From an optimization exercise on the open Yosys and OpenROAD flow, aimed at small area; shortcuts taken in it are not production practice.
Only simulation tests tie the RTL to the original design; equivalence was not proved.

Design core_top, start of the top module:
module core_top (
	input  logic        clk_i,
	input  logic        rst_n_i,
	input  logic        fetch_enable_i,
	output logic        instr_req_o,
	output logic [31:0] instr_addr_o,
	input  logic        instr_gnt_i,
	input  logic        instr_rvalid_i,
	input  logic [31:0] instr_rdata_i,
	output logic        data_req_o,
	output logic        data_we_o,
	output logic [31:0] data_addr_o,
	output logic [31:0] data_wdata_o,
	input  logic        data_gnt_i,
	input  logic        data_rvalid_i,
	input  logic [31:0] data_rdata_i,
	output logic        core_busy_o
);
	localparam logic [3:0] S_CLR   = 4'd0;   
	localparam logic [3:0] S_IDLE  = 4'd1;
	localparam logic [3:0] S_FREQ  = 4'd2;   
	localparam logic [3:0] S_FWAIT = 4'd3;   
	localparam logic [3:0] S_RDY1  = 4'd4;   
	localparam logic [3:0] S_P0    = 4'd5;   
	localparam logic [3:0] S_P1    = 4'd6;   
	localparam logic [3:0] S_P2B   = 4'd7;   
	localparam logic [3:0] S_P2W   = 4'd13;  
	localparam logic [3:0] S_WB1   = 4'd14;  
	localparam logic [3:0] S_P2S   = 4'd8;   
	localparam logic [3:0] S_DREQ  = 4'd9;   
	localparam logic [3:0] S_DWAIT = 4'd10;  
	localparam logic [3:0] S_RDY3  = 4'd11;  
	logic [3:0]  state_q, state_d;
	logic [4:0]  ph_q;      
	logic        st_q;      
	logic        neq_q;     
	logic        calu_q;    
	logic        cpc_q;     
	logic [31:0] ir_q;      
	logic [4:0]  rs2_q;     
	logic [31:0] addr_q;    
	wire ph0  = (ph_q[3:0] == 4'd0);
	wire ph15 = (ph_q[3:0] == 4'd15);
	wire half = ph_q[4];
	wire in_clr = (state_q == S_CLR);
	wire in_p0  = (state_q == S_P0);
	wire in_p1  = (state_q == S_P1);
	wire in_p2b = (state_q == S_P2B);
	wire in_p2s = (state_q == S_P2S);
	wire in_p2w = (state_q == S_P2W);
	wire in_wb1 = (state_q == S_WB1);
	wire ir_ld  = (state_q == S_FWAIT) & instr_rvalid_i;
	wire [6:0] opc = ir_q[6:0];
	wire [2:0] f3  = ir_q[14:12];
  ...
clock: 10.0 ns
lec_check: 0
abc_area: 1
cap_margin: 20
cell_pad_in_sites_detail_placement: 0
cell_pad_in_sites_global_placement: 0
core_margin: 2
core_utilization: 60
place_density: 0.7
slew_margin: 20
standard.sh (not shown) runs the stock make flow with config.mk's settings and CLKGATE_MAP_FILE= SYNTH_SCRIPT=/design/flow/synth_recipe.tcl, a recipe that flattens the netlist after the stock synthesis.
==> flow/flow/run.sh <==
#!/bin/bash
set -euo pipefail
export BUFFER_PORTS_ARGS="-buffer_cell sky130_fd_sc_hd__buf_1"
export CTS_ARGS="-sink_clustering_enable -repair_clock_nets -dont_use_dummy_load -buf_list sky130_fd_sc_hd__clkbuf_8 -sink_clustering_size 22 -sink_clustering_max_diameter 50"
sed "s|SYNTH_SCRIPT=[^ ]*|SYNTH_SCRIPT=$PWD/flow/my_synth.tcl|" standard.sh > my_synth.sh
bash my_synth.sh synth > synth.log 2>&1
export SYNTH_ODB="$PWD/orfs/results/$FLOW_PLATFORM/core_top/base/1_synth.odb"
openroad -no_init -exit flow/downsize.tcl > downsize.log 2>&1
bash standard.sh > standard_flow.log 2>&1
==> flow/flow/area.abc <==
strash
dc2
dch -f
amap
topo
dnsize -c
==> flow/flow/downsize.tcl <==
# Swap every combinational cell that synthesis sized up back to its
# smallest drive strength; flip-flops and clock cells are left alone.
# Timing slack is several ns, and later repair steps size up where needed.
read_db $::env(SYNTH_ODB)
set db [ord::get_db]
set block [[$db getChip] getBlock]
set n 0
foreach inst [$block getInsts] {
  set name [[$inst getMaster] getName]
  if {![regexp {^sky130_fd_sc_hd__([a-z0-9]+)_([0-9]+)$} $name -> fn drv]} { continue }
  if {$drv <= 1} { continue }
  if {[regexp {^(df|edf|sdf|sedf|dl|clk|tap|fill|decap|conb)} $fn]} { continue }
  foreach t {1 0} {
    set m [$db findMaster sky130_fd_sc_hd__${fn}_$t]
    if {$m ne "NULL"} {
      $inst swapMaster $m
      incr n
      break
    }
  }
}
puts "downsized $n instances"
write_db $::env(SYNTH_ODB)
==> flow/flow/my_synth.tcl <==
# The standard synthesis (synth_recipe.tcl), with one change: abc maps
# the combinational logic with the area script flow/area.abc instead of
# ORFS's own. Flip-flops are mapped before abc runs, so they are unchanged.
set flow_dir [file dirname [file normalize [info script]]]
proc abc {args} {
  global flow_dir
  set i [lsearch $args -script]
  if {$i >= 0} { lset args [expr {$i + 1}] [file join $flow_dir area.abc] }
  yosys abc {*}$args
}
source [file join [file dirname $flow_dir] synth_recipe.tcl]
Edit:
==> flow/flow/area.abc (replaced) <==
strash
dch -f
amap
topo
dnsize -c
Result: The new run passed the timing, DRC and antenna checks; sequential share of layout area hardly moves; global-route usage goes down by 1.3 points; fmax goes up by 14%; clock-buffer cell count stays the same; utilization is about the same; setup slack improves by 0.88 ns; sequential cell count stays the same; wire length goes down by 7.1%.
Edit:
Settings changed: CORE_UTILIZATION 60 to 50, PLACE_DENSITY 0.7 to 0.6.
What happened:
- cell area increases by 1.0%
- global-route usage is lower by 2.5 points
- hold slack is worse by 0.039 ns
- critical path depth increases by 1
- via count stays flat
- routed wire length went up by 3.1%
- non-clock buffer count shrinks by 1
- die area is higher by 20%
- setup slack got worse by 0.060 ns
- clock-buffer cell count is higher by 14

## what the ideal ports hide
Ports are ideal in the flow. The routed layouts listed here were re-timed in OpenROAD. Step 1 assumes that a clkbuf_16 drives the clock port and a buf_2 every other input. Step 2 moves the port delays by t, midway between the first and last clock arrival at a register: inputs arrive t later, outputs are due t later. That takes back most of the time a late clock gives input paths. a / b / c = no drivers / after step 1 / after step 2; a / b = the first two.
| run | t (ns) | slack for setup (ns) | worst setup path at the end |
|---|---|---|---|
| the first run | 0.712 | 2.918 / 2.918 / 2.918 | register to register |
| the second run | 0.696 | 3.797 / 3.797 / 3.797 | register to register |
| the third run | 0.700 | 3.737 / 3.737 / 3.737 | register to register |
After both steps every run listed still meets setup and hold.
